This design comes from an exercise in tuning for small area and few clock cycles on the open sky130 flow, not from production work. At most, simulation tests tie the RTL to the original design; equivalence was not proved.

==> run a <==
==> flow/design.v <==
package hkt_pkg;
  localparam int unsigned CFG_IDX_W = 2;
  localparam logic [CFG_IDX_W-1:0] REG_NEWLINE_MODE = 2'd0;
  localparam logic [CFG_IDX_W-1:0] REG_FIRST_REPEAT = 2'd1;
  localparam logic [CFG_IDX_W-1:0] REG_NEXT_REPEAT  = 2'd2;
  localparam int unsigned IN_SLOTS = 6;
  localparam logic [7:0] KEY_CAPS_LOCK = 8'h39;
  localparam logic [7:0] KEY_NUM_LOCK  = 8'h53;
  localparam logic [7:0] CTRL_LO       = 8'h40;
  localparam logic [7:0] CTRL_HI       = 8'h5F;
  localparam logic [7:0] FIRST_RESET   = 8'd60;
  localparam logic [7:0] NEXT_RESET    = 8'd6;
  function automatic logic [7:0] plain_tab(logic [4:0] n);
    logic [7:0] c;
    case (n)
      5'd0: c = 8'h31;
      5'd1: c = 8'h32;
      5'd2: c = 8'h33;
      5'd3: c = 8'h34;
      5'd4: c = 8'h35;
      5'd5: c = 8'h36;
      5'd6: c = 8'h37;
      5'd7: c = 8'h38;
      5'd8: c = 8'h39;
      5'd9: c = 8'h30;
      5'd10: c = 8'h00;
      5'd11: c = 8'h00;
      5'd12: c = 8'h08;
      5'd13: c = 8'h00;
      5'd14: c = 8'h20;
      5'd15: c = 8'h2D;
      5'd16: c = 8'h3D;
      5'd17: c = 8'h5B;
      5'd18: c = 8'h5D;
      5'd19: c = 8'h5C;
      5'd20: c = 8'h60;
      5'd21: c = 8'h3B;
      5'd22: c = 8'h27;
      5'd23: c = 8'h60;
      5'd24: c = 8'h2C;
      5'd25: c = 8'h2E;
      5'd26: c = 8'h2F;
      default: c = 8'h00;
    endcase
    plain_tab = c;
  endfunction
  function automatic logic [7:0] shift_tab(logic [4:0] n);
    logic [7:0] c;
    case (n)
      5'd0: c = 8'h21;
      5'd1: c = 8'h40;
      5'd2: c = 8'h23;
      5'd3: c = 8'h24;
      5'd4: c = 8'h25;
      5'd5: c = 8'h5E;
      5'd6: c = 8'h26;
      5'd7: c = 8'h2A;
      5'd8: c = 8'h28;
      5'd9: c = 8'h29;
      5'd10: c = 8'h00;
      5'd11: c = 8'h00;
      5'd12: c = 8'h08;
      5'd13: c = 8'h00;
      5'd14: c = 8'h20;
      5'd15: c = 8'h5F;
      5'd16: c = 8'h2B;
      5'd17: c = 8'h7B;
      5'd18: c = 8'h7D;
      5'd19: c = 8'h7C;
      5'd20: c = 8'h7E;
      5'd21: c = 8'h3A;
      5'd22: c = 8'h22;
      5'd23: c = 8'h7E;
      5'd24: c = 8'h3C;
      5'd25: c = 8'h3E;
      5'd26: c = 8'h3F;
      default: c = 8'h00;
    endcase
    shift_tab = c;
  endfunction
  function automatic logic [7:0] arrow_tab(logic [4:0] n);
    logic [7:0] c;
    case (n)
      5'd0: c = 8'h43;
      5'd1: c = 8'h44;
      5'd2: c = 8'h42;
      5'd3: c = 8'h41;
      default: c = 8'h00;
    endcase
    arrow_tab = c;
  endfunction
  typedef struct packed {
    logic [1:0]      len;
    logic [2:0][7:0] b;
  } xlat_t;
  typedef struct packed {
    logic            new_caps;
    logic            new_num;
    logic            xlat;
    logic [7:0]      key;
    logic [1:0]      len;
    logic [2:0][7:0] b;
  } hkt_lane_t;
  function automatic xlat_t key_lookup(logic [7:0] key, logic up, logic nl);
    xlat_t      r;
    logic [7:0] c;
    logic [7:0] n;
    r = '0;
    c = '0;
    n = '0;
    if (key >= 8'h04 && key <= 8'h1D) begin
      r.len  = 2'd1;
      r.b[0] = (up ? 8'h41 : 8'h61) + (key - 8'h04);
    end else if (key == 8'h28) begin
      r.b[0] = 8'h0D;
      if (nl) begin
        r.b[1] = 8'h0A;
        r.len  = 2'd2;
      end else begin
        r.len = 2'd1;
      end
    end else if (key >= 8'h1E && key <= 8'h38) begin
      n = key - 8'h1E;
      c = up ? shift_tab(n[4:0]) : plain_tab(n[4:0]);
      if (c != 8'h00) begin
        r.len  = 2'd1;
        r.b[0] = c;
      end
    end else if (key >= 8'h3A && key <= 8'h45) begin
      n      = key - 8'h3A;
      r.len  = 2'd3;
      r.b[0] = 8'h1B;
      r.b[1] = 8'h5B;
      if (up) begin
        r.b[2] = (n < 8'd2) ? 8'h59 + n : 8'h61 + (n - 8'd2);
      end else begin
        r.b[2] = 8'h4D + n;
      end
    end else if (key >= 8'h4F && key <= 8'h52) begin
      n      = key - 8'h4F;
      r.len  = 2'd3;
      r.b[0] = 8'h1B;
      r.b[1] = 8'h5B;
      r.b[2] = arrow_tab({3'b000, n[1:0]});
    end else if (key == 8'h4C) begin
      r.len  = 2'd1;
      r.b[0] = 8'h7F;
    end else if (key == 8'h63) begin
      r.len  = 2'd1;
      r.b[0] = up ? 8'h2E : 8'h7F;
    end
    key_lookup = r;
  endfunction
endpackage
module hkt_lane (
  input  logic [7:0] key_i,
  input  logic       up_i,
  input  logic       ctrl_i,
  input  logic       nl_i,
  input  logic [1:0] idx_i,
  output logic [1:0] len_o,
  output logic [7:0] byte_o
);
  hkt_pkg::xlat_t sb;
  hkt_pkg::xlat_t tb;
  always_comb begin
    sb = hkt_pkg::key_lookup(key_i, 1'b1, nl_i);
    if (ctrl_i && sb.len == 2'd1 && sb.b[0] >= hkt_pkg::CTRL_LO && sb.b[0] <= hkt_pkg::CTRL_HI) begin
      tb      = '0;
      tb.len  = 2'd1;
      tb.b[0] = sb.b[0] - hkt_pkg::CTRL_LO;
    end else begin
      tb = hkt_pkg::key_lookup(key_i, up_i, nl_i);
    end
    len_o  = tb.len;
    case (idx_i)
      2'd0: byte_o = tb.b[0];
      2'd1: byte_o = tb.b[1];
      2'd2: byte_o = tb.b[2];
      default: byte_o = 8'h00;
    endcase
  end
endmodule
module hid_key_report_to_ascii_typematic #(
  parameter int unsigned KEY_SLOTS = 6
) (
  input  logic                      clk_i,
  input  logic                      rst_ni,
  input  logic                      cfg_we_i,
  input  logic [hkt_pkg::CFG_IDX_W-1:0] cfg_idx_i,
  input  logic [7:0]                cfg_data_i,
  input  logic                      in_valid_i,
  output logic                      in_ready_o,
  input  logic                      op_i,
  input  logic [7:0]                modifier_bits_i,
  input  logic [7:0]                key_slot_0_i,
  input  logic [7:0]                key_slot_1_i,
  input  logic [7:0]                key_slot_2_i,
  input  logic [7:0]                key_slot_3_i,
  input  logic [7:0]                key_slot_4_i,
  input  logic [7:0]                key_slot_5_i,
  output logic                      out_valid_o,
  input  logic                      out_ready_i,
  output logic [7:0]                out_char_o,
  output logic                      char_valid_o,
  output logic                      last_o,
  output logic                      caps_lock_led_o,
  output logic                      num_lock_led_o,
  output logic                      led_report_changed_o
);
  localparam int unsigned N = 6;
  logic            nl_q;
  logic [7:0]      first_q, next_q;
  logic [N-1:0][7:0] prev_q;
  logic            pshift_q, pctrl_q, caps_q, num_q;
  logic            hv_q;
  logic [2:0]      h_q;
  logic            hup_q, hctrl_q, hnl_q;
  logic [7:0]      rem_q;
  logic            job_v_q, ofire_q, chg_q, onl_q;
  logic [N-1:0]    pend_q, oup_q;
  logic [1:0]      bidx_q, fcnt_q;
  logic [N-1:0][7:0] slots;
  logic            shift, ctrl;
  logic [N-1:0][N-1:0] eq;
  logic [N-1:0]    seen, ncaps, nnum, xl, up, match, ev;
  logic            capsv, numv, changed;
  logic            hv0, present;
  logic [2:0]      h1;
  logic            ev_any, ev_xl;
  logic [2:0]      ev_last;
  logic            fire_c;
  logic            acc, acc_rep, acc_tick, acc_fire;
  logic            out_xfer, finishing, slot_free;
  logic [2:0]      cur, kidx;
  logic [7:0]      okey;
  logic            oup, octrl, onl;
  logic [1:0]      olen;
  logic [7:0]      obyte;
  logic            lane_end, pend_one;
  function automatic logic has_xlat(logic [7:0] k);
    has_xlat = (k >= 8'h04 && k <= 8'h38 && k != 8'h29 && k != 8'h2B)
            || (k >= 8'h3A && k <= 8'h45) || (k >= 8'h4F && k <= 8'h52)
            || k == 8'h4C || k == 8'h63;
  endfunction
  assign slots = {key_slot_5_i, key_slot_4_i, key_slot_3_i, key_slot_2_i, key_slot_1_i,
                  key_slot_0_i};
  assign shift = modifier_bits_i[1] | modifier_bits_i[5];
  assign ctrl  = modifier_bits_i[0] | modifier_bits_i[4];
  always_comb begin
    for (int i = 0; i < N; i++) begin
      for (int j = 0; j < N; j++) eq[i][j] = (slots[i] == prev_q[j]);
      seen[i]  = |eq[i];
      ncaps[i] = !seen[i] && slots[i] == hkt_pkg::KEY_CAPS_LOCK;
      nnum[i]  = !seen[i] && slots[i] == hkt_pkg::KEY_NUM_LOCK;
      xl[i]    = !seen[i] && has_xlat(slots[i]);
      match[i] = eq[i][h_q];
    end
    capsv = caps_q;
    numv  = num_q;
    for (int i = 0; i < N; i++) begin
      up[i] = (capsv && slots[i] >= 8'h04 && slots[i] <= 8'h1D) != shift;
      if (ncaps[i]) capsv = ~capsv;
      if (nnum[i]) numv = ~numv;
    end
    changed = |(ncaps | nnum);
    ev      = ncaps | nnum | xl;
    ev_any  = |ev;
    ev_last = 3'd0;
    ev_xl   = 1'b0;
    for (int i = 0; i < N; i++) begin
      if (ev[i]) begin
        ev_last = 3'(i);
        ev_xl   = xl[i];
      end
    end
    hv0     = hv_q && !((ctrl && !pctrl_q) || (shift && !pshift_q));
    present = |match;
    h1      = 3'd0;
    for (int i = N - 1; i >= 0; i--) begin
      if (match[i]) h1 = 3'(i);
    end
  end
  always_comb begin
    cur = 3'd0;
    for (int i = N - 1; i >= 0; i--) begin
      if (pend_q[i]) cur = 3'(i);
    end
  end
  assign kidx  = ofire_q ? h_q : cur;
  assign okey  = prev_q[kidx];
  assign oup   = ofire_q ? hup_q : oup_q[cur];
  assign octrl = ofire_q ? hctrl_q : pctrl_q;
  assign onl   = ofire_q ? hnl_q : onl_q;
  hkt_lane u_xlat (
    .key_i  (okey),
    .up_i   (oup),
    .ctrl_i (octrl),
    .nl_i   (onl),
    .idx_i  (bidx_q),
    .len_o  (olen),
    .byte_o (obyte)
  );
  assign lane_end     = (bidx_q == olen - 2'd1);
  assign pend_one     = (pend_q & (pend_q - 1'b1)) == '0;
  assign out_valid_o  = job_v_q;
  assign char_valid_o = ofire_q || (|pend_q);
  assign out_char_o   = char_valid_o ? obyte : 8'h00;
  assign last_o       = ofire_q ? lane_end : (pend_q == '0 || (pend_one && lane_end));
  assign caps_lock_led_o      = caps_q;
  assign num_lock_led_o       = num_q;
  assign led_report_changed_o = chg_q;
  assign fire_c    = hv_q && (rem_q <= 8'd1);
  assign out_xfer  = job_v_q && out_ready_i;
  assign finishing = out_xfer && last_o;
  assign slot_free = !job_v_q || finishing;
  assign in_ready_o = op_i ? (!fire_c || fcnt_q != 2'd3) : (slot_free && fcnt_q == 2'd0);
  assign acc       = in_valid_i && in_ready_o;
  assign acc_rep   = acc && !op_i;
  assign acc_tick  = acc && op_i;
  assign acc_fire  = acc_tick && fire_c;
  always_ff @(posedge clk_i or negedge rst_ni) begin
    if (!rst_ni) begin
      nl_q     <= 1'b1;
      first_q  <= hkt_pkg::FIRST_RESET;
      next_q   <= hkt_pkg::NEXT_RESET;
      for (int i = 0; i < N; i++) prev_q[i] <= 8'h00;
      pshift_q <= 1'b0;
      pctrl_q  <= 1'b0;
      caps_q   <= 1'b0;
      num_q    <= 1'b0;
      hv_q     <= 1'b0;
      h_q      <= 3'd0;
      rem_q    <= 8'h00;
      job_v_q  <= 1'b0;
      ofire_q  <= 1'b0;
      fcnt_q   <= 2'd0;
      bidx_q   <= 2'd0;
      pend_q   <= '0;
    end else begin
      if (cfg_we_i) begin
        unique case (cfg_idx_i)
          hkt_pkg::REG_NEWLINE_MODE: nl_q    <= cfg_data_i[0];
          hkt_pkg::REG_FIRST_REPEAT: first_q <= cfg_data_i;
          hkt_pkg::REG_NEXT_REPEAT:  next_q  <= cfg_data_i;
          default: ;
        endcase
      end
      if (acc_rep) begin
        prev_q   <= slots;
        pshift_q <= shift;
        pctrl_q  <= ctrl;
        caps_q   <= capsv;
        num_q    <= numv;
        if (ev_any) begin
          hv_q <= ev_xl;
          h_q  <= ev_last;
        end else begin
          hv_q <= hv0 && present;
          h_q  <= h1;
        end
        if (|xl) rem_q <= first_q;
      end
      if (acc_tick && hv_q) begin
        rem_q <= fire_c ? next_q : rem_q - 8'd1;
      end
      if (slot_free) begin
        bidx_q <= 2'd0;
        if (acc_rep) begin
          job_v_q <= 1'b1;
          ofire_q <= 1'b0;
          pend_q  <= xl;
        end else if (fcnt_q != 2'd0 || acc_fire) begin
          job_v_q <= 1'b1;
          ofire_q <= 1'b1;
          pend_q  <= '0;
          fcnt_q  <= fcnt_q - 2'd1 + {1'b0, acc_fire};
        end else begin
          job_v_q <= 1'b0;
        end
      end else begin
        fcnt_q <= fcnt_q + {1'b0, acc_fire};
        if (out_xfer) begin
          if (!ofire_q && lane_end) begin
            pend_q[cur] <= 1'b0;
            bidx_q      <= 2'd0;
          end else begin
            bidx_q <= bidx_q + 2'd1;
          end
        end
      end
    end
  end
  always_ff @(posedge clk_i) begin
    if (acc_rep) begin
      if (ev_any && ev_xl) begin
        hup_q   <= up[ev_last];
        hctrl_q <= ctrl;
        hnl_q   <= nl_q;
      end
      oup_q <= up;
      onl_q <= nl_q;
    end
    if (slot_free) chg_q <= acc_rep && changed;
  end
endmodule
==> flow/run.sh <==
#!/bin/bash
# synth_recipe.tcl (not shown) runs the flow's synth.tcl, then flattens the netlist and writes it again
# the make line also repeats each setting of config.mk as NAME=value (left out here)
make -C /OpenROAD-flow-scripts/flow DESIGN_CONFIG=/design/flow/config.mk WORK_HOME=/design/flow/orfs CLKGATE_MAP_FILE= SYNTH_SCRIPT=/design/flow/synth_recipe.tcl finish
==> flow/config.mk <==
export PLATFORM = sky130hd
export DESIGN_NAME = hid_key_report_to_ascii_typematic
export DESIGN_NICKNAME = hid_key_report_to_ascii_typematic
export VERILOG_FILES = /design/flow/design.v
export SDC_FILE = /design/flow/constraint.sdc
export NUM_CORES = 4
export LEC_CHECK = 0
export CAP_MARGIN = 20
export CORE_MARGIN = 2
export CORE_UTILIZATION = 40
export SLEW_MARGIN = 20
==> flow/constraint.sdc <==
create_clock -name core_clock -period 10.0 [get_ports {clk_i}]
set_input_delay 2.0000 -clock core_clock [delete_from_list [all_inputs] [get_ports {clk_i}]]
set_output_delay 2.0000 -clock core_clock [all_outputs]
set_load 0.01 [all_outputs]
==> run b: changes against run a <==
--- a/flow/design.v
+++ b/flow/design.v
@@ -161,24 +161,83 @@
   output logic [1:0] len_o,
   output logic [7:0] byte_o
 );
-  hkt_pkg::xlat_t sb;
-  hkt_pkg::xlat_t tb;
+  logic [7:0] plain, shifted, pb;
+  logic       letter, punct, fkey, arrow, enter;
+  logic [3:0] fn;
+  assign letter = key_i[7:5] == 3'b000 && key_i >= 8'h04 && key_i <= 8'h1D;
+  assign punct  = key_i >= 8'h1E && key_i <= 8'h38;
+  assign fkey   = key_i >= 8'h3A && key_i <= 8'h45;
+  assign arrow  = key_i >= 8'h4F && key_i <= 8'h52;
+  assign enter  = key_i == 8'h28;
+  assign fn     = 4'(key_i - 8'h3A);
   always_comb begin
-    sb = hkt_pkg::key_lookup(key_i, 1'b1, nl_i);
-    if (ctrl_i && sb.len == 2'd1 && sb.b[0] >= hkt_pkg::CTRL_LO && sb.b[0] <= hkt_pkg::CTRL_HI) begin
-      tb      = '0;
-      tb.len  = 2'd1;
-      tb.b[0] = sb.b[0] - hkt_pkg::CTRL_LO;
+    plain   = 8'hxx;
+    shifted = 8'hxx;
+    case (key_i[5:0])
+      6'h1E: begin plain = 8'h31; shifted = 8'h21; end
+      6'h1F: begin plain = 8'h32; shifted = 8'h40; end
+      6'h20: begin plain = 8'h33; shifted = 8'h23; end
+      6'h21: begin plain = 8'h34; shifted = 8'h24; end
+      6'h22: begin plain = 8'h35; shifted = 8'h25; end
+      6'h23: begin plain = 8'h36; shifted = 8'h5E; end
+      6'h24: begin plain = 8'h37; shifted = 8'h26; end
+      6'h25: begin plain = 8'h38; shifted = 8'h2A; end
+      6'h26: begin plain = 8'h39; shifted = 8'h28; end
+      6'h27: begin plain = 8'h30; shifted = 8'h29; end
+      6'h2A: begin plain = 8'h08; shifted = 8'h08; end
+      6'h2C: begin plain = 8'h20; shifted = 8'h20; end
+      6'h2D: begin plain = 8'h2D; shifted = 8'h5F; end
+      6'h2E: begin plain = 8'h3D; shifted = 8'h2B; end
+      6'h2F: begin plain = 8'h5B; shifted = 8'h7B; end
+      6'h30: begin plain = 8'h5D; shifted = 8'h7D; end
+      6'h31: begin plain = 8'h5C; shifted = 8'h7C; end
+      6'h32: begin plain = 8'h60; shifted = 8'h7E; end
+      6'h33: begin plain = 8'h3B; shifted = 8'h3A; end
+      6'h34: begin plain = 8'h27; shifted = 8'h22; end
+      6'h35: begin plain = 8'h60; shifted = 8'h7E; end
+      6'h36: begin plain = 8'h2C; shifted = 8'h3C; end
+      6'h37: begin plain = 8'h2E; shifted = 8'h3E; end
+      6'h38: begin plain = 8'h2F; shifted = 8'h3F; end
+      default: ;
+    endcase
+    if (ctrl_i && (key_i[5:0] == 6'h1F || key_i[5:0] == 6'h23 || key_i[5:0] == 6'h2D))
+      pb = {3'b000, shifted[4:0]};
+    else
+      pb = up_i ? shifted : plain;
+  end
+  always_comb begin
+    byte_o = 8'hxx;
+    len_o  = 2'd1;
+    if (fkey || arrow) begin
+      len_o = 2'd3;
+      case (idx_i)
+        2'd0: byte_o = 8'h1B;
+        2'd1: byte_o = 8'h5B;
+        default: begin
+          if (arrow) begin
+            case (key_i[1:0])
+              2'b11: byte_o = 8'h43;
+              2'b00: byte_o = 8'h44;
+              2'b01: byte_o = 8'h42;
+              default: byte_o = 8'h41;
+            endcase
+          end else if (up_i) begin
+            byte_o = (fn < 4'd2) ? 8'h59 + {4'd0, fn} : 8'h5F + {4'd0, fn};
+          end else begin
+            byte_o = 8'h4D + {4'd0, fn};
+          end
+        end
+      endcase
+    end else if (enter) begin
+      len_o  = nl_i ? 2'd2 : 2'd1;
+      byte_o = idx_i[0] ? 8'h0A : 8'h0D;
+    end else if (letter) begin
+      byte_o = {ctrl_i ? 3'b000 : up_i ? 3'b010 : 3'b011, 5'(key_i[4:0] - 5'd3)};
+    end else if (punct) begin
+      byte_o = pb;
     end else begin
-      tb = hkt_pkg::key_lookup(key_i, up_i, nl_i);
+      byte_o = (up_i && key_i[5]) ? 8'h2E : 8'h7F;
     end
-    len_o  = tb.len;
-    case (idx_i)
-      2'd0: byte_o = tb.b[0];
-      2'd1: byte_o = tb.b[1];
-      2'd2: byte_o = tb.b[2];
-      default: byte_o = 8'h00;
-    endcase
   end
 endmodule
 module hid_key_report_to_ascii_typematic #(
==> metrics.md <==
| Metric | Value |
|---|---|
| Worst Setup Slack, final | 0.466 ns |
| Synth-to-Final Area Change | 9.47% |
| Most frequent cells in the layout | xor2_1 (181), nor2_1 (155), xnor2_1 (152) |
| Port Buf Inserts | 82 |
| Critical R2R Launch | pend_q[3] |
| First-pass GRT wire length | 76,000 microns |
| CP max stage delay | 0.64 ns |
| Worst Setup Slack post-DPL | 0.635 ns |
| Status | timing/DRC/antenna clean |
| WHS Endpoint | num_q |
| Area share of the largest cell type after synthesis | 0.155 |
| GP Congestion | ~1.0 |
That was run a.
==> metrics.md <==
| Metric | Value |
|---|---|
| GP Congestion | 0.993 |
| First-pass GRT wire length | around 66,000 microns |
| Area share of the largest cell type after synthesis | 0.172 |
| WHS Endpoint | num_q |
| Synth-to-Final Area Change | 8.15% |
| Critical R2R Launch | ofire_q |
| Status | timing/DRC/antenna clean |
| Worst Setup Slack post-DPL | about 2.5 ns |
| Port Buf Inserts | 81 |
| Worst Setup Slack, final | ~2 ns |
That was run b.
Testbench counts of run b, summed over its fixed seeds: cycles 24,608.
For run a, only the layout was checked, not whether the RTL still works.

## re-timing with driven ports
How much do the figures lean on ideal ports? The routed layouts below were timed once more, with nothing changed but the port constraints.
Step 1 (the two cells are an assumption about what drives the block):
set clk [get_ports {clk_i}]
set_driving_cell -lib_cell sky130_fd_sc_hd__clkbuf_16 $clk
set_driving_cell -lib_cell sky130_fd_sc_hd__buf_2 [delete_from_list [all_inputs] $clk]
Step 2 times the ports against the registers' clock, not the clock port: input delays grow and output delays shrink by t, the midpoint of the rising clock arrivals with the driver on.
Slacks: ideal ports / drivers / drivers and shift; pairs: ideal ports / drivers.
run | t, ns | setup WS [ns] | cell pins on the clock port's net
run a | 0.419 | 0.466 / 0.415 / 0.834 | 1
run b | 0.418 | 2.018 / 1.968 / 2.386 | 1
After both steps every run listed still meets setup and hold.
